Background: an optimization exercise with open tools, aiming at small area. Do not read the settings as production practice. Only simulation tests tie the RTL to the original design; equivalence was not proved. Power figures rest on the tool's default switching activity, not on a simulated workload.

==> flow/design.v <==
module rf_oai22 (
    input  logic a1, a2, b1, b2,
    output logic y
);
    assign y = ~((a1 | a2) & (b1 | b2));
endmodule
module rf_inv (
    input  logic a,
    output logic y
);
    assign y = ~a;
endmodule
module rf_xnor2 (
    input  logic a, b,
    output logic y
);
    assign y = ~(a ^ b);
endmodule
module rf_nand2b (
    input  logic a, b,
    output logic y
);
    assign y = ~(a & b);
endmodule
module rf_aoi222 (
    input  logic a1, a2, b1, b2, c1, c2,
    output logic y
);
    assign y = ~((a1 & a2) | (b1 & b2) | (c1 & c2));
endmodule
module rf_nand2 (
    input  logic a, b,
    output logic y
);
    assign y = ~(a & b);
endmodule
module rf_nand4 (
    input  logic a, b, c, d,
    output logic y
);
    assign y = ~(a & b & c & d);
endmodule
module rf_ao31 (
    input  logic [31:1] sel,
    input  logic [31:1] d,
    output logic        y
);
    logic [10:0] x;
    logic [2:0]  p;
    for (genvar j = 0; j < 10; j++) begin : g_aoi
        rf_aoi222 u_aoi (
            .a1(sel[3*j+1]), .a2(d[3*j+1]),
            .b1(sel[3*j+2]), .b2(d[3*j+2]),
            .c1(sel[3*j+3]), .c2(d[3*j+3]),
            .y(x[j])
        );
    end
    rf_nand2 u_n31 (.a(sel[31]), .b(d[31]), .y(x[10]));
    rf_nand4 u_p0 (.a(x[0]), .b(x[1]), .c(x[2]), .d(x[3]), .y(p[0]));
    rf_nand4 u_p1 (.a(x[4]), .b(x[5]), .c(x[6]), .d(x[7]), .y(p[1]));
    rf_nor2  u_r  (.a(p[0]), .b(p[1]), .y(p[2]));
    rf_nand4 u_o  (.a(p[2]), .b(x[8]), .c(x[9]), .d(x[10]), .y(y));
endmodule
module rf_nor2 (
    input  logic a, b,
    output logic y
);
    assign y = ~(a | b);
endmodule
module rf_and3 (
    input  logic a, b, c,
    output logic y
);
    assign y = a & b & c;
endmodule
module rf_pre (
    input  logic [4:0] addr,
    output logic [3:0] lo,
    output logic [7:0] hi
);
    for (genvar k = 0; k < 4; k++) begin : g_lo
        assign lo[k] = (addr[1:0] == 2'(k));
    end
    for (genvar k = 0; k < 8; k++) begin : g_hi
        assign hi[k] = (addr[4:2] == 3'(k));
    end
endmodule
module rf_pre_e (
    input  logic [4:0] addr,
    input  logic       en,
    output logic [3:0] lo,
    output logic [7:0] hi
);
    for (genvar k = 0; k < 4; k++) begin : g_lo
        assign lo[k] = en && (addr[1:0] == 2'(k));
    end
    for (genvar k = 0; k < 8; k++) begin : g_hi
        assign hi[k] = (addr[4:2] == 3'(k));
    end
endmodule
module rf_and2 (
    input  logic a, b,
    output logic y
);
    assign y = a & b;
endmodule
module rf_pre_n (
    input  logic [4:0] addr,
    input  logic       en,
    output logic [3:0] lo_n,
    output logic [7:0] hi_n
);
    for (genvar k = 0; k < 4; k++) begin : g_lo
        assign lo_n[k] = ~(en && (addr[1:0] == 2'(k)));
    end
    for (genvar k = 0; k < 8; k++) begin : g_hi
        assign hi_n[k] = ~(addr[4:2] == 3'(k));
    end
endmodule
module rf_bmux (
    input  logic [3:0]  lo,
    input  logic [7:0]  hi,
    input  logic [31:1] busy,
    output logic        y
);
    always_comb begin
        y = 1'b0;
        for (int i = 1; i < 32; i++) y = y | (lo[i % 4] & hi[i / 4] & busy[i]);
    end
endmodule
module rf_cnt (
    input  logic [5:0] cnt,
    input  logic       inc,
    input  logic       dec,
    input  logic       clr,
    output logic [5:0] nxt
);
    assign nxt = clr ? 6'd0 : cnt + 6'(inc) - 6'(dec);
endmodule
module regfile_scoreboard (
    input  logic        clock,
    input  logic        ctrl_reset_n,
    input  logic        ctrl_writeEnable,
    input  logic [4:0]  ctrl_writeReg,
    input  logic [31:0] data_writeReg,
    input  logic [4:0]  ctrl_readRegA,
    input  logic [4:0]  ctrl_readRegB,
    output logic [31:0] data_readRegA,
    output logic [31:0] data_readRegB,
    output logic        busyA,
    output logic        busyB,
    input  logic        ctrl_issueEnable,
    input  logic [4:0]  ctrl_issueReg,
    input  logic        ctrl_flush,
    output logic [5:0]  busy_count,
    output logic        err_doubleIssue
);
    logic [31:0] regs_r [1:31];
    logic [31:1] valid_r;
    logic [31:1] busy_r;
    logic [5:0]  count_r;
    logic [5:0]  count_nxt_s;
    logic        err_r;
    logic        phase_r;
    logic [31:1] wsel_n_s;
    logic [31:0] wdx_s, wdx_n_s;
    logic [31:0] rawA_s, rawB_s;
    logic        anyA_s, anyB_s, peA_s, peB_s;
    logic [3:0]  wlo, ilo_n, alo, blo;
    logic [7:0]  whi, ihi_n, ahi, bhi;
    logic [31:1] wsel_s, isel_s, asel_s, bsel_s;
    logic        iss_en_s, we_eff_s, iss_eff_s, same_s;
    logic        busy_iss_s, busy_wr_s;
    logic        cnt_set_s, cnt_clr_s, dbl_issue_s;
    assign iss_en_s = ctrl_issueEnable && !ctrl_flush;
    rf_pre_e u_wpre (.addr(ctrl_writeReg), .en(ctrl_writeEnable), .lo(wlo), .hi(whi));
    rf_pre_n u_ipre (.addr(ctrl_issueReg), .en(iss_en_s), .lo_n(ilo_n), .hi_n(ihi_n));
    rf_pre   u_apre (.addr(ctrl_readRegA), .lo(alo), .hi(ahi));
    rf_pre   u_bpre (.addr(ctrl_readRegB), .lo(blo), .hi(bhi));
    for (genvar i = 1; i < 32; i++) begin : g_dec
        rf_and2 u_w (.a(wlo[i % 4]), .b(whi[i / 4]), .y(wsel_s[i]));
        rf_nand2b u_wn (.a(wlo[i % 4]), .b(whi[i / 4]), .y(wsel_n_s[i]));
        rf_nor2 u_i (.a(ilo_n[i % 4]), .b(ihi_n[i / 4]), .y(isel_s[i]));
        rf_and3 u_a (.a(alo[i % 4]), .b(ahi[i / 4]), .c(valid_r[i]), .y(asel_s[i]));
        rf_and3 u_b (.a(blo[i % 4]), .b(bhi[i / 4]), .c(valid_r[i]), .y(bsel_s[i]));
    end
    always_ff @(posedge clock or negedge ctrl_reset_n) begin
        if (!ctrl_reset_n) begin
            phase_r <= 1'b0;
        end else begin
            phase_r <= ~phase_r;
        end
    end
    for (genvar b = 0; b < 32; b++) begin : g_wdx
        rf_xnor2 u_x (.a(data_writeReg[b]), .b(phase_r), .y(wdx_n_s[b]));
        rf_inv   u_i (.a(wdx_n_s[b]), .y(wdx_s[b]));
    end
    for (genvar i = 1; i < 32; i++) begin : g_reg
        for (genvar b = 0; b < 32; b++) begin : g_bit
            logic d_nxt;
            rf_oai22 u_d (.a1(regs_r[i][b]), .a2(wsel_s[i]), .b1(wdx_s[b]), .b2(wsel_n_s[i]), .y(d_nxt));
            always_ff @(posedge clock) begin
                regs_r[i][b] <= d_nxt;
            end
        end
    end
    always_ff @(posedge clock or negedge ctrl_reset_n) begin
        if (!ctrl_reset_n) begin
            valid_r <= '0;
        end else begin
            valid_r <= valid_r | wsel_s;
        end
    end
    rf_ao31 u_biss (.sel(isel_s), .d(busy_r), .y(busy_iss_s));
    rf_ao31 u_bwr  (.sel(wsel_s), .d(busy_r), .y(busy_wr_s));
    assign we_eff_s    = ctrl_writeEnable && (ctrl_writeReg != 5'd0);
    assign iss_eff_s   = ctrl_issueEnable && (ctrl_issueReg != 5'd0);
    assign same_s      = (ctrl_issueReg == ctrl_writeReg);
    assign cnt_set_s   = iss_eff_s && !busy_iss_s;
    assign cnt_clr_s   = busy_wr_s && !(iss_eff_s && same_s);
    assign dbl_issue_s = busy_iss_s && !(we_eff_s && same_s);
    rf_cnt u_cnt (.cnt(count_r), .inc(cnt_set_s), .dec(cnt_clr_s), .clr(ctrl_flush), .nxt(count_nxt_s));
    always_ff @(posedge clock or negedge ctrl_reset_n) begin
        if (!ctrl_reset_n) begin
            busy_r  <= '0;
            count_r <= '0;
            err_r   <= 1'b0;
        end else begin
            busy_r  <= isel_s | (busy_r & ~(wsel_s | {31{ctrl_flush}}));
            count_r <= count_nxt_s;
            err_r   <= !ctrl_flush && (err_r || dbl_issue_s);
        end
    end
    for (genvar b = 0; b < 32; b++) begin : g_rd
        logic [31:1] col;
        for (genvar i = 1; i < 32; i++) begin : g_col
            assign col[i] = regs_r[i][b];
        end
        rf_ao31 u_a (.sel(asel_s), .d(col), .y(rawA_s[b]));
        rf_ao31 u_b (.sel(bsel_s), .d(col), .y(rawB_s[b]));
    end
    assign anyA_s = |asel_s;
    assign anyB_s = |bsel_s;
    rf_and2 u_pea (.a(phase_r), .b(anyA_s), .y(peA_s));
    rf_and2 u_peb (.a(phase_r), .b(anyB_s), .y(peB_s));
    assign data_readRegA = rawA_s ^ {32{peA_s}};
    assign data_readRegB = rawB_s ^ {32{peB_s}};
    rf_bmux u_busya (.lo(alo), .hi(ahi), .busy(busy_r), .y(busyA));
    rf_bmux u_busyb (.lo(blo), .hi(bhi), .busy(busy_r), .y(busyB));
    assign busy_count      = count_r;
    assign err_doubleIssue = err_r;
endmodule
==> flow/flow/run.sh <==
#!/bin/bash
set -euo pipefail
export BUFFER_PORTS_ARGS="-buffer_cell sky130_fd_sc_hd__buf_1"
export PRE_GLOBAL_PLACE_TCL="$PWD/flow/upsize.tcl"
export CTS_ARGS="-sink_clustering_enable -repair_clock_nets -dont_use_dummy_load -sink_clustering_size 16 -sink_clustering_max_diameter 60 -buf_list {sky130_fd_sc_hd__clkbuf_8}"
bash standard.sh finish > flow_make.log 2>&1
==> flow/flow/upsize.tcl <==
# Run before global placement (PRE_GLOBAL_PLACE_TCL): give the drivers of the
# register file's wide nets (write enables in both polarities, read selects,
# write data and phase corrections, each with 31 or more loads) a drive
# strength that can carry the net without the resizer adding a buffer after a
# minimum-size gate.
set upsize_map {
  sky130_fd_sc_hd__and2_1 sky130_fd_sc_hd__and2_4
  sky130_fd_sc_hd__and3_1 sky130_fd_sc_hd__and3_2
  sky130_fd_sc_hd__nand2_1 sky130_fd_sc_hd__nand2_2
  sky130_fd_sc_hd__inv_1 sky130_fd_sc_hd__inv_2
}
set n_up 0
foreach inst [get_cells *] {
  set ref [get_property $inst ref_name]
  if { ![dict exists $upsize_map $ref] } { continue }
  set fanout 0
  foreach pin [get_pins -of_objects $inst] {
    if { [get_property $pin direction] eq "output" } {
      set net [get_nets -of_objects $pin]
      set fanout [llength [get_pins -of_objects $net -filter "direction==input"]]
    }
  }
  if { $fanout >= 24 } {
    replace_cell $inst [dict get $upsize_map $ref]
    incr n_up
  }
}
puts "upsize.tcl: resized $n_up select drivers"
==> flow/standard.sh <==
#!/bin/bash
# synth_recipe.tcl (not shown) runs the flow's synth.tcl, then flattens the netlist and writes it again
# the make line also repeats each setting of config.mk as NAME=value (left out here)
make -C /OpenROAD-flow-scripts/flow DESIGN_CONFIG=/design/flow/config.mk WORK_HOME=/design/flow/orfs CLKGATE_MAP_FILE= SYNTH_SCRIPT=/design/flow/synth_recipe.tcl "${@:-finish}"
==> flow/config.mk <==
export PLATFORM = sky130hd
export DESIGN_NAME = regfile_scoreboard
export DESIGN_NICKNAME = regfile_scoreboard
export VERILOG_FILES = /design/flow/design.v
export SDC_FILE = /design/flow/constraint.sdc
export NUM_CORES = 4
export LEC_CHECK = 0
export CAP_MARGIN = 20
export CORE_MARGIN = 2
export CORE_UTILIZATION = 55
export GPL_TIMING_DRIVEN = 0
export SETUP_SLACK_MARGIN = 0.2
export SLEW_MARGIN = 20
export SYNTH_HIERARCHICAL = 1
export SYNTH_MINIMUM_KEEP_SIZE = 0
==> flow/constraint.sdc <==
create_clock -name core_clock -period 7.0 [get_ports {clock}]
set_input_delay 1.4000 -clock core_clock [delete_from_list [all_inputs] [get_ports {clock}]]
set_output_delay 1.4000 -clock core_clock [all_outputs]
set_load 0.01 [all_outputs]
==> reports/metrics.yaml, run 1 <==
status:
  outcome: "timing/DRC/antenna clean"
synthesis:
  largest_family_of_logic_cells_by_synthesized_area: "compound AO/OA/AOI/OAI gates"
  syn-instance-count: 3613
  complex_gate_fraction_of_the_synthesized_area_pct: 33.7
  yosys.area.top_type: "dfxtp_1"
  synth_simple_gate_area_share_pct: 8.80
  adder_cell_fraction_of_synth_area_pct: 0.239
  synth_top_area_share_pct: 49.9
  syn-num-nets: 3677
  synth_xor_area_share_pct: 2.31
  yosys_warnings: 10
  ys_async_sr_fraction_pct: 6.59
  synth.area.top_cells: "dfxtp_1, a222oi_1, o22ai_1, dfrtp_1, nand4_1"
  ys.flop_type: "dfxtp_1"
  synthDistinctLibCells: 41
  ys_seq_area_share_pct: 54.3
  synth.avg_cell_area_um2: 11.0
  synth_enable_flop_cells: 0
  synthesis.area_um2: 39800
  ys_seq_elements: 1062
  synth.area.mux_share_pct: 0
drt:
  remaining_antenna_violation_count_after_routing: 0
  route.detailed.wl_per_inst_um: 39.1
  vias: 42587
  detailedRoute.firstIterationViolations: 11429
  first_pass_detailed_route_iteration_total: 22
  total_wirelength_of_the_detailed_routed_design_mm: 187
  met2_length_mm: 77.7
  met1_length_mm: 64.3
  drt_drc: 0
  highest_layer: "met4"
  route.met3.wl_mm: 33.5
  viasPerCell: 8.91
sta:
  final-max-slew-violation-count: 0
  slew_headroom_pct: 18.1
  finalHoldViolations: 0
  finalSetupViolCount: 0
  layout_setup_ws_ns: 0.0953
  setup_repair_after_global_routing_missed_its_margin: "no"
  fin_worst_skew_ns: 0.0699
  final.period_utilization_pct: 98.6
  fmaxAchievable_mhz: 145
  tightestPinTransition_ns: 1.22
  period_needed_ns: 6.90
floorplan:
  die_w_um: 273
  chipHeight_um: 273
  io_pins: 130
  die_area_um2: 74500
  core_um2: 71600
  initial_core_util_pct: 55.6
  std_cell_rows: 98
placement:
  gpl.final_weighted_congestion: 1.01
  port_buffers: 129
  detailedPlacementHpwl_mm: 103
  place_inst: 4696
  pre_cts_slack_ns: 0.0426
cts:
  tritoncts: "yes"
  cts_max_level: 3
  cts_post_setup_buffers_inserted: 0
  clkTransAtPathRegs_ns: 0.06
  clock-sinks: 1062
  cts-buffers-inserted: 82
  cts.path.max_buffers: 3
  clock_latency_ns: 0.73
  root_buffer: "clkbuf_8"
  cts-hold-fix-buffers: 0
global_routing:
  grt_first_pass_wirelength_mm: 264
  grt_overflow_total: 0
  grt_start_max_net_pins: 36
  antenna_found_initial: 5
  first_global_vias: 40248
  groute.usage.overall_pct: 47.4
setup_path:
  worst-endpoint-arrival_ns: 5.50
  cp_max_fo: 33
  timing.critical_path.required_ns: 5.60
  critPathKind: "in -> out"
  setup.worst_path.end_class: "primary output"
  crit_path_launch_type: "input pin"
cells_and_area:
  finish.net_count: 3894
  area_delta_synth_final_pct: 8.35
  filler_cell_count: 5974
  post_route_cells_drive_above_1_share_pct: 8.12
  stdcell_count: 4781
min_path:
  min-delay-path-class: "reg -> reg"
power_and_ir_drop:
  p_leak_nw: 15.3
  cellPowerDensity_nw_per_um2: 327
  peakVddDrop_mv: 0.224
run:
  max-cap-violations: 0
## synth_stat cells, types with 2 or more instances
cell type  instances
clkbuf_1           7
nand3b_1           5
and3b_1            2
nand2_1          107
nor2b_1            8
nor3b_1           10
or2_2             31
nand4_1          201
xor2_1            72
or3b_1             4
or4_1              3
a221oi_1           2
a21o_1            34
buf_2              9
nor2_1           136
a21oi_1            3
nor4_1            14
ha_1               6
and2_1            35
and3_2             3
dfxtp_1          992
inv_1             48
dfrtp_1           70
a22o_1             2
a22oi_1           22
and3b_2            9
o22ai_1          994
nand3_1            5
xnor2_1           33
and4_1             2
and3_1            63
nor3_1             5
a222oi_1         668
## cell families after synthesis
family,after synthesis
flops,1062
buf+inv,64
xor+xnor,105
fa+ha+maj,7
compound gates,1730
simple gates,645
## worst max-delay path: stages
cell and delay, ns:
buf_1 0.13, nor2_2 0.79, and3_2 1.07, nor4_1 0.15, nand4_1 0.14, and2_1 0.12
clkbuf_1 0.34, buf_2 0.50, xor2_1 0.60, buf_1 0.21
## flip-flops by register name, summed over array words and instances (netlist names)
name	count
phase_r	1
regs_r	992
count_r	6
valid_r	31
err_r	1
busy_r	31
## Yosys stat by module, one instance, submodules excluded, a selection
module              cell area [um^2]  cells inside  copies in the design
regfile_scoreboard             23000          1271                     1
rf_and2                         6.26             1                    33
rf_and3                         6.26             1                    62
rf_aoi222                       10.0             1                   660
rf_bmux                          189            29                     2
rf_cnt                           250            33                     1
rf_inv                          3.75             1                    32
rf_nand2                        3.75             1                    66
rf_nand4                        6.26             1                   198
rf_nor2                         3.75             1                    97
rf_oai22                        6.26             1                   992
rf_pre                          87.6            12                     2
rf_pre_e                        96.3            12                     1
rf_pre_n                        88.8            12                     1
rf_xnor2                        8.76             1                    32
## final cells by class
type	count	area, um^2	share of cell area [%]
diodes	3	7.51	0.0174
repair buffers	133	557	1.29
flip-flops and latches	1062	21600	50.1
inverters	48	180	0.418
well taps	950	1190	2.76
plain buffers	16	71.3	0.165
multi-input cells	2487	18400	42.6
clock buffers	82	1130	2.62
## path summary, 6_finish.rpt
| kind | startpoint | to | slack (ns) | cells past startpoint |
|---|---|---|---|---|
| max in group asynchronous | ctrl_reset_n | busy_r[14] | 5.66 | 3 |
| min reg2reg | regs_r[14][24] | regs_r[14][24] | 0.47 | 1 |
| min in group asynchronous | ctrl_reset_n | count_r[3] | 0.57 | 1 |
| max | ctrl_readRegA[1] | data_readRegA[7] | 0.1 | 10 |
| min | regs_r[14][24] | regs_r[14][24] | 0.47 | 1 |
| max reg2reg | busy_r[22] | count_r[4] | 3.57 | 14 |
## timing repair
| action | 4_1_cts | 5_1_grt |
|---|---|---|
| endpoints found under the setup margin | 15 | 58 |
| pin swaps | 0 | 1 |
| resized for setup | 14 | 34 |
## report_power, final
group / internal (mW) / switching [mW]
registers: 7.48 / 1.11
clock network: 1.05 / 1.99
logic: 1.01 / 1.48
## stage by stage
stage	setup TNS (ns)	util [%]	area, um^2	hold WS [ns]	power (mW)
floorplan	0	-	39800	0.442	9.91
global placement	-2.95	58.2	41700	0.449	10.7
detailed placement	0	58.4	41800	0.458	11.0
CTS	0	60.0	43000	0.471	13.8
global route	0	60.2	43100	0.485	14.5
finish	0	60.2	43100	0.473	14.1
## metal layers
metal	vias up	GRT usage [%]
met4	0	26.9
li1	16676	-
met2	4386	68.5
met3	1023	19.5
met5	-	0
met1	20502	59.9
## layout by cell type, fill, tap and decap left out, types with 16 or more instances in the layout
cell type,instances
a21o_1,34
nand4_1,201
nand2_1,76
xor2_1,72
and2_4,31
nor2_1,134
o22ai_1,994
and3_4,40
nand2_2,31
inv_1,16
buf_1,128
a222oi_1,668
or2_2,31
inv_2,32
a22oi_1,22
dfrtp_1,69
xnor2_1,33
dfxtp_1,992
and3_2,25
clkbuf_8,82
==> inputs of run 2 (changes only) <==
--- a/flow/config.mk
+++ b/flow/config.mk
@@ -7,7 +7,7 @@
 export LEC_CHECK = 0
 export CAP_MARGIN = 20
 export CORE_MARGIN = 2
-export CORE_UTILIZATION = 55
+export CORE_UTILIZATION = 40
 export GPL_TIMING_DRIVEN = 0
 export SETUP_SLACK_MARGIN = 0.2
 export SLEW_MARGIN = 20
==> reports/metrics.yaml, run 2 <==
synthesis:
  synthDistinctLibCells: 41  # unchanged
  ys_seq_area_share_pct: 54.3  # unchanged
  ys_async_sr_fraction_pct: 6.59  # unchanged
  ys_seq_elements: 1062  # unchanged
  synth.avg_cell_area_um2: 11.0  # unchanged
  synth.top_cells.by_count: "o22ai_1, dfxtp_1, a222oi_1, nand4_1, nor2_1"
  synth_top_area_share_pct: 49.9  # unchanged
  yosys.area.top_type: "dfxtp_1"
  synth_enable_flop_cells: 0  # unchanged
  synthesis.area_um2: 39800  # unchanged
  synth.area.top_cells: "dfxtp_1, a222oi_1, o22ai_1, dfrtp_1, nand4_1"
  synthMostInstantiatedCell: "o22ai_1"
  syn-instance-count: 3613  # unchanged
  ys.flop_type: "dfxtp_1"
  yosys_warnings: 10  # unchanged
  syn-num-nets: 3677  # unchanged
run:
  max-cap-violations: 0  # unchanged
placement:
  detailedPlacementHpwl_mm: 101  # -2.0%
  gpl.final_weighted_congestion: 0.936  # -7.2%
  pre_cts_slack_ns: -0.0527  # -0.0953 ns
  port_buffers: 129  # unchanged
sta:
  period_needed_ns: 6.84  # -0.0601 ns
  fmaxAchievable_mhz: 146  # +0.88%
  slew_headroom_pct: 13.8  # -4.4 points
  finalHoldViolations: 0  # unchanged
  worst_hold_slack_ns: 0.471  # -0.00205 ns
  layout_setup_ws_ns: 0.155  # +0.0601 ns
  finalSetupViolCount: 0  # unchanged
  tightestPinTransition_ns: 1.29  # +0.0654 ns
  final.period_utilization_pct: 97.8  # -0.86 points
  setup_repair_after_global_routing_missed_its_margin: "yes"
  fin_worst_skew_ns: 0.0700  # +0.0000811 ns
  final-max-slew-violation-count: 0  # unchanged
setup_path:
  timing.critical_path.required_ns: 5.60  # about the same
  critPathKind: "in -> out"
  cp_max_fo: 33  # unchanged
  crit_path_launch_type: "input pin"
  setup.worst_path.end_class: "primary output"
  worst-endpoint-arrival_ns: 5.44  # -0.06 ns
power_and_ir_drop:
  peakVddDrop_mv: 0.148  # -34%
  p_leak_nw: 15.3  # +0.19%
  cellPowerDensity_nw_per_um2: 325  # -0.72%
drt:
  route.detailed.wl_per_inst_um: 37.0  # -5.6%
  drt_drc: 0  # unchanged
  first_pass_detailed_route_iteration_total: 11  # -50%
  total_wirelength_of_the_detailed_routed_design_mm: 189  # +1.2%
  remaining_antenna_violation_count_after_routing: 0  # unchanged
  detailedRoute.firstIterationViolations: 9616  # -16%
  viasPerCell: 8.01  # -10%
  vias: 41055  # -3.6%
global_routing:
  grt_overflow_total: 0  # unchanged
  antenna_found_initial: 4  # -1
  first_global_vias: 38680  # -3.9%
  groute.usage.overall_pct: 35.0  # -12 points
  grt_start_max_net_pins: 36  # unchanged
  grt_first_pass_wirelength_mm: 266  # +0.77%
cts:
  cts_post_setup_buffers_inserted: 0  # unchanged
  cts_max_level: 3  # unchanged
  tritoncts: "yes"
  clock-sinks: 1062  # unchanged
  root_buffer: "clkbuf_8"
  cts-buffers-inserted: 86  # +4.9%
  clock_latency_ns: 0.79  # +0.06 ns
  clkTransAtPathRegs_ns: 0.06  # about the same
  cts.path.max_buffers: 3  # unchanged
floorplan:
  core_um2: 98600  # +38%
  io_pins: 130  # unchanged
  chipHeight_um: 319  # +17%
  die_w_um: 319  # +17%
  std_cell_rows: 115  # +17%
  die_area_um2: 102000  # +37%
  initial_core_util_pct: 40.4  # -15 points
cells_and_area:
  largest_register_ff_count: 992  # unchanged
  mostFrequentLayoutCell: "o22ai_1"
  largest-register: "regs_r"
  area_delta_synth_final_pct: 9.59
  finish.net_count: 3898  # +0.10%
  largest_registers: "regs_r x992, busy_r x31, valid_r x31"
  post_route_cells_drive_above_1_share_pct: 8.25  # +0.12 points
  layout.core_utilization_pct: 44.2  # -16 points
  filler_cell_count: 9524  # +59%
  most-common-layout-cells: "o22ai_1, dfxtp_1, a222oi_1"
status:
  outcome: "timing/DRC/antenna clean"
min_path:
  min-delay-path-class: "reg -> reg"
run 2: kinds of logic (layout without fill, tap and decap cells):
family / after synthesis / in the layout / synth area share [%]
adder cells (fa/ha/maj): 7 / 7 / 0.239
buffers and inverters: 64 / 283 / 0.632
flip-flops: 1062 / 1062 / 54.3
other: 0 / 5 / 0
AO/OA/AOI/OAI: 1730 / 1730 / 33.7
AND/OR/NAND/NOR: 645 / 645 / 8.80
XOR/XNOR: 105 / 105 / 2.31
run 2: final timing paths:
check / from / to / slack (ns) / cells after the start
max in group asynchronous: ctrl_reset_n / valid_r[25] / 5.71 / 2
min: regs_r[20][19] / regs_r[20][19] / 0.47 / 1
min in group asynchronous: ctrl_reset_n / count_r[2] / 0.68 / 1
max: ctrl_readRegA[1] / data_readRegA[28] / 0.16 / 10
min reg2reg: regs_r[20][19] / regs_r[20][19] / 0.47 / 1
max reg2reg: busy_r[16] / count_r[4] / 3.74 / 14
run 2: metrics by stage:
stage / total power [mW] / cells / setup TNS, ns / instance area [um^2]
2_1_floorplan: 9.91 / 3613 / 0 / 39800
3_3_place_gp: 10.8 / 5029 / -3.35 / 42100
3_5_place_dp: 11.0 / 5033 / -0.0527 / 42200
4_1_cts: 14.0 / 5119 / 0 / 43500
5_1_grt: 14.7 / 5120 / 0 / 43600
6_report: 14.2 / 5124 / 0 / 43600
run 2: repair_timing:
item	in CTS	in global routing
endpoints found under the setup margin	26	28
gates resized for setup	32	15
hold buffers	0	0
gates cloned	0	0
endpoints found under the hold margin	0	0
run 2: Yosys stat by module, one instance, submodules excluded, a selection:
module	flip-flops and latches	cells
rf_nand2b	0	1
rf_nand4	0	1
rf_and2	0	1
regfile_scoreboard	1062	1271
rf_inv	0	1
rf_and3	0	1
rf_pre	0	12
rf_aoi222	0	1
rf_xnor2	0	1
rf_cnt	0	33
rf_nand2	0	1
rf_oai22	0	1
rf_pre_e	0	12
rf_nor2	0	1
rf_pre_n	0	12
rf_bmux	0	29
run 2: area by class of cell:
cell class,instances,area [um^2],share of cell area (%)
Buffer,16,71.3,0.164
Timing Repair Buffer,133,564,1.29
Inverter,48,180,0.413
Antenna cell,5,12.5,0.0287
Multi-Input combinational cell,2487,18400,42.1
Tap cell,1287,1610,3.69
Clock buffer,86,1180,2.71
Sequential cell,1062,21600,49.6
run 2: per-layer routing:
| metal | GRT usage [%] | part of all wire, % | routed length, um |
|---|---|---|---|
| met5 | 0.142 | 0.048 | 90 |
| met4 | 19.4 | 5.9 | 11200 |
| met3 | 11.3 | 15 | 27800 |
| met2 | 52.7 | 43 | 81200 |
| met1 | 44.2 | 36 | 68900 |
run 2: critical path, stage by stage:
cell and delay [ns]:
buf_1 0.12, nor2_2 0.72, and3_2 1.09, nor4_1 0.19, nand4_1 0.17, and2_1 0.13
clkbuf_1 0.30, buf_2 0.48, xor2_1 0.60, buf_1 0.22
run 2: power by group:
part	switching (mW)	internal, mW
sequential	1.07	7.48
clock	2.04	1.10
combinational	1.48	1.01
==> inputs of run 3 (changes only) <==
--- a/flow/design.v
+++ b/flow/design.v
@@ -239,8 +239,8 @@
         rf_ao31 u_a (.sel(asel_s), .d(col), .y(rawA_s[b]));
         rf_ao31 u_b (.sel(bsel_s), .d(col), .y(rawB_s[b]));
     end
-    assign anyA_s = |asel_s;
-    assign anyB_s = |bsel_s;
+    rf_bmux u_anya (.lo(alo), .hi(ahi), .busy(valid_r), .y(anyA_s));
+    rf_bmux u_anyb (.lo(blo), .hi(bhi), .busy(valid_r), .y(anyB_s));
     rf_and2 u_pea (.a(phase_r), .b(anyA_s), .y(peA_s));
     rf_and2 u_peb (.a(phase_r), .b(anyB_s), .y(peB_s));
     assign data_readRegA = rawA_s ^ {32{peA_s}};
==> flow/flow/run.sh (replaced) <==
#!/bin/bash
set -euo pipefail
export BUFFER_PORTS_ARGS="-buffer_cell sky130_fd_sc_hd__buf_1"
export PRE_GLOBAL_PLACE_TCL="$PWD/flow/upsize.tcl"
export CTS_ARGS="-sink_clustering_enable -repair_clock_nets -dont_use_dummy_load -sink_clustering_size 18 -sink_clustering_max_diameter 60 -buf_list {sky130_fd_sc_hd__clkbuf_8}"
bash standard.sh finish > flow_make.log 2>&1
==> reports/metrics.yaml, run 3 <==
cts:
  cts.path.max_buffers: 3  # unchanged
  clock-sinks: 1062  # unchanged
  cts_max_level: 3  # unchanged
  clkTransAtPathRegs_ns: 0.07  # about the same
  tritoncts: "yes"
  cts_post_setup_buffers_inserted: 0  # unchanged
  root_buffer: "clkbuf_8"
  clock_latency_ns: 0.81  # +0.02 ns
  cts-buffers-inserted: 89  # +3.5%
sta:
  finalSetupViolCount: 0  # unchanged
  period_needed_ns: 6.68  # -0.161 ns
  setup_repair_after_global_routing_missed_its_margin: "no"
  fmaxAchievable_mhz: 150  # +2.4%
  slew_headroom_pct: 14.0  # +0.21 points
  final.period_utilization_pct: 95.5  # -2.3 points
  setup_total_negative_slack_ns: 0  # unchanged
  finalHoldViolations: 0  # unchanged
  fin_worst_skew_ns: 0.0683  # -0.00166 ns
  tightestPinTransition_ns: 1.29  # +0.00139 ns
  final-max-slew-violation-count: 0  # unchanged
global_routing:
  first_global_vias: 39373  # +1.8%
  grt_start_max_net_pins: 36  # unchanged
  grt_overflow_total: 0  # unchanged
  groute.usage.overall_pct: 35.3  # +0.31 points
  antenna_found_initial: 7  # +3
  grt_first_pass_wirelength_mm: 269  # +1.3%
synthesis:
  synth.area.top_cells: "dfxtp_1, a222oi_1, o22ai_1, dfrtp_1, nand4_1"
  syn-num-nets: 3714  # +1.0%
  ys_seq_area_share_pct: 54.0  # -0.34 points
  synth.avg_cell_area_um2: 11.0  # -0.40%
  syn-instance-count: 3650  # +1.0%
  yosys_warnings: 10  # unchanged
  synthMostInstantiatedCell: "o22ai_1"
  synthesis.area_um2: 40000  # +0.62%
  synth_top_area_share_pct: 49.6  # -0.31 points
  ys.flop_type: "dfxtp_1"
  yosys.area.top_type: "dfxtp_1"
  synthDistinctLibCells: 39  # -4.9%
  synth.top_cells.by_count: "o22ai_1, dfxtp_1, a222oi_1, nand4_1, nor2_1"
  ys_seq_elements: 1062  # unchanged
  ys_async_sr_fraction_pct: 6.59  # unchanged
  synth_enable_flop_cells: 0  # unchanged
placement:
  port_buffers: 129  # unchanged
  post_dp_cell_area_um2: 42500  # +0.68%
  detailedPlacementHpwl_mm: 102  # +1.2%
  gpl.final_weighted_congestion: 0.923  # -1.3%
min_path:
  min-delay-path-class: "reg -> reg"
run:
  max-cap-violations: 0  # unchanged
cells_and_area:
  most-common-layout-cells: "o22ai_1, dfxtp_1, a222oi_1"
  layout.core_utilization_pct: 43.9  # -0.31 points
  largest_register_ff_count: 992  # unchanged
  non_filler_cell_area_final_um2: 43800  # +0.44%
  largest-register: "regs_r"
  finish.net_count: 3943  # +1.2%
  largest_registers: "regs_r x992, busy_r x31, valid_r x31"
  mostFrequentLayoutCell: "o22ai_1"
  area_delta_synth_final_pct: 9.40
  post_route_cells_drive_above_1_share_pct: 8.25  # about the same
  filler_cell_count: 9641  # +1.2%
floorplan:
  core_um2: 99700  # +1.2%
  die_area_um2: 103000  # +0.61%
  die_w_um: 320  # +0.31%
  chipHeight_um: 320  # +0.31%
  std_cell_rows: 116  # +0.87%
  initial_core_util_pct: 40.2  # -0.22 points
  io_pins: 130  # unchanged
setup_path:
  crit_path_launch_type: "input pin"
  cp_max_fo: 32  # -3.0%
  timing.critical_path.required_ns: 5.60  # about the same
  path_delay_family: "simple AND/OR/NAND/NOR gates"
  cp_cell_sequence: "buf_1 > nor3b_1 > and3_2 > a222oi_1 > nand4_1 > nor2_1 > nand4_1 > xor2_1 > buf_1"
  worst-endpoint-arrival_ns: 5.28  # -0.16 ns
  critPathBufInv: 2  # -2
  critPathKind: "in -> out"
  worst_path_largest_cell_delay_ns: 1.16  # +0.07 ns
  setup.worst_path.end_class: "primary output"
  slowest_stage: "and3_2"
power_and_ir_drop:
  cellPowerDensity_nw_per_um2: 323  # -0.50%
  peakVddDrop_mv: 0.139  # -6.4%
  p_leak_nw: 15.5  # +1.5%
drt:
  detailedRoute.firstIterationViolations: 10291  # +7.0%
  vias: 41657  # +1.5%
  total_wirelength_of_the_detailed_routed_design_mm: 191  # +0.86%
  remaining_antenna_violation_count_after_routing: 0  # unchanged
  viasPerCell: 8.05  # +0.43%
  route.detailed.wl_per_inst_um: 36.9  # -0.17%
  first_pass_detailed_route_iteration_total: 14  # +3
  drt_drc: 0  # unchanged
status:
  outcome: "timing/DRC/antenna clean"
[run 3: logic make-up (layout without fill, tap and decap cells)]
family	after synthesis	after routing	synth area share, %
AOI/OAI and AO/OA	1766	1766	34.2
xor gates and xnor gates	105	105	2.30
adders and majority gates	7	7	0.237
buffers and inverters	72	299	0.700
DFF	1062	1062	54.0
other	0	2	0
and+or+nand+nor	638	638	8.56
[run 3: layer usage]
| metal | track usage (%) | up-vias | share of wire (%) |
|---|---|---|---|
| met5 | 0 | - | 0.10 |
| met4 | 20.4 | 8 | 5.8 |
| met3 | 13.1 | 790 | 16 |
| met2 | 50.6 | 3788 | 41 |
| met1 | 45.3 | 20217 | 37 |
| li1 | - | 16854 | - |
[run 3: per-stage QoR]
step	cells	power, mW	setup WS (ns)	hold WS, ns
2_1_floorplan	3650	9.92	2.14	0.442
3_3_place_gp	5077	10.8	0.320	0.449
3_5_place_dp	5084	10.9	0.388	0.459
4_1_cts	5173	14.0	0.380	0.470
5_1_grt	5176	14.7	0.214	0.484
6_report	5177	14.2	0.317	0.469
[run 3: path summary, 6_finish.rpt]
| check | start | to | slack (ns) | cells after the start |
|---|---|---|---|---|
| hold reg to reg | regs_r[17][13] | regs_r[17][13] | 0.47 | 1 |
| hold / removal | regs_r[17][13] | regs_r[17][13] | 0.47 | 1 |
| setup / recovery | ctrl_readRegB[3] | data_readRegB[25] | 0.32 | 9 |
| max in group asynchronous | ctrl_reset_n | valid_r[15] | 5.52 | 3 |
| min in group asynchronous | ctrl_reset_n | count_r[3] | 0.67 | 1 |
| setup reg to reg | busy_r[19] | count_r[4] | 3.84 | 13 |
[run 3: repair_timing]
action,CTS,global route
hold buffers,0,0
endpoints found under the setup margin,0,3
resized for setup,0,2
[run 3: layout make-up]
type	instances	area (um^2)	share of cell area, %
Buffer	20	85.1	0.194
Tap cell	1298	1620	3.71
Clock buffer	89	1220	2.80
Timing Repair Buffer	138	637	1.45
Sequential cell	1062	21600	49.3
Inverter	52	195	0.446
Antenna cell	2	5.00	0.0114
Multi-Input combinational cell	2516	18400	42.0
[run 3: Yosys stat by module (local to each module, per instance), excerpt]
| module | flops+latches | cells inside |
|---|---|---|
| rf_cnt | 0 | 33 |
| rf_pre | 0 | 12 |
| rf_xnor2 | 0 | 1 |
| rf_nand4 | 0 | 1 |
| rf_pre_n | 0 | 12 |
| rf_inv | 0 | 1 |
[run 3: power breakdown]
| part | internal, mW | switching (mW) | total (mW) |
|---|---|---|---|
| Combinational | 1.01 | 1.40 | 2.41 |
| Sequential | 7.48 | 1.09 | 8.57 |
| Clock | 1.13 | 2.05 | 3.18 |
| Total | 9.62 | 4.54 | 14.2 |

## afterwards: timing with drivers on the ports
No port has a modelled driver above. Below, the same layouts with a new extraction and two added sets of constraints. Step 1 sets driving cells, clkbuf_16 on the clock port and buf_2 on the other inputs (assumed; they add their load-dependent delay and slew). Step 2 moves the port delays by t, midway between the first and last clock arrival at a register: inputs arrive t later, outputs are due t later. That takes back most of the time a late clock gives input paths. Three values: no drivers, after step 1, after step 2; two values: the first two.
run	shift t [ns]	setup WS [ns]	latest minus earliest clock arrival (ns)	worst register clock-pin slew, ns	worst data-port slew with drivers (ns)
run 1	0.779	0.095 / 0.076 / 0.076	0.103 / 0.103	0.11 / 0.11	0.04
run 2	0.792	0.155 / 0.129 / 0.129	0.127 / 0.127	0.11 / 0.11	0.07
run 3	0.828	0.317 / 0.290 / 0.290	0.115 / 0.114	0.12 / 0.12	0.07
After both steps every run listed still meets setup and hold. For run 3, which loses most, drivers alone change the setup slack by -0.027 ns; drivers and shift together by -0.027 ns.
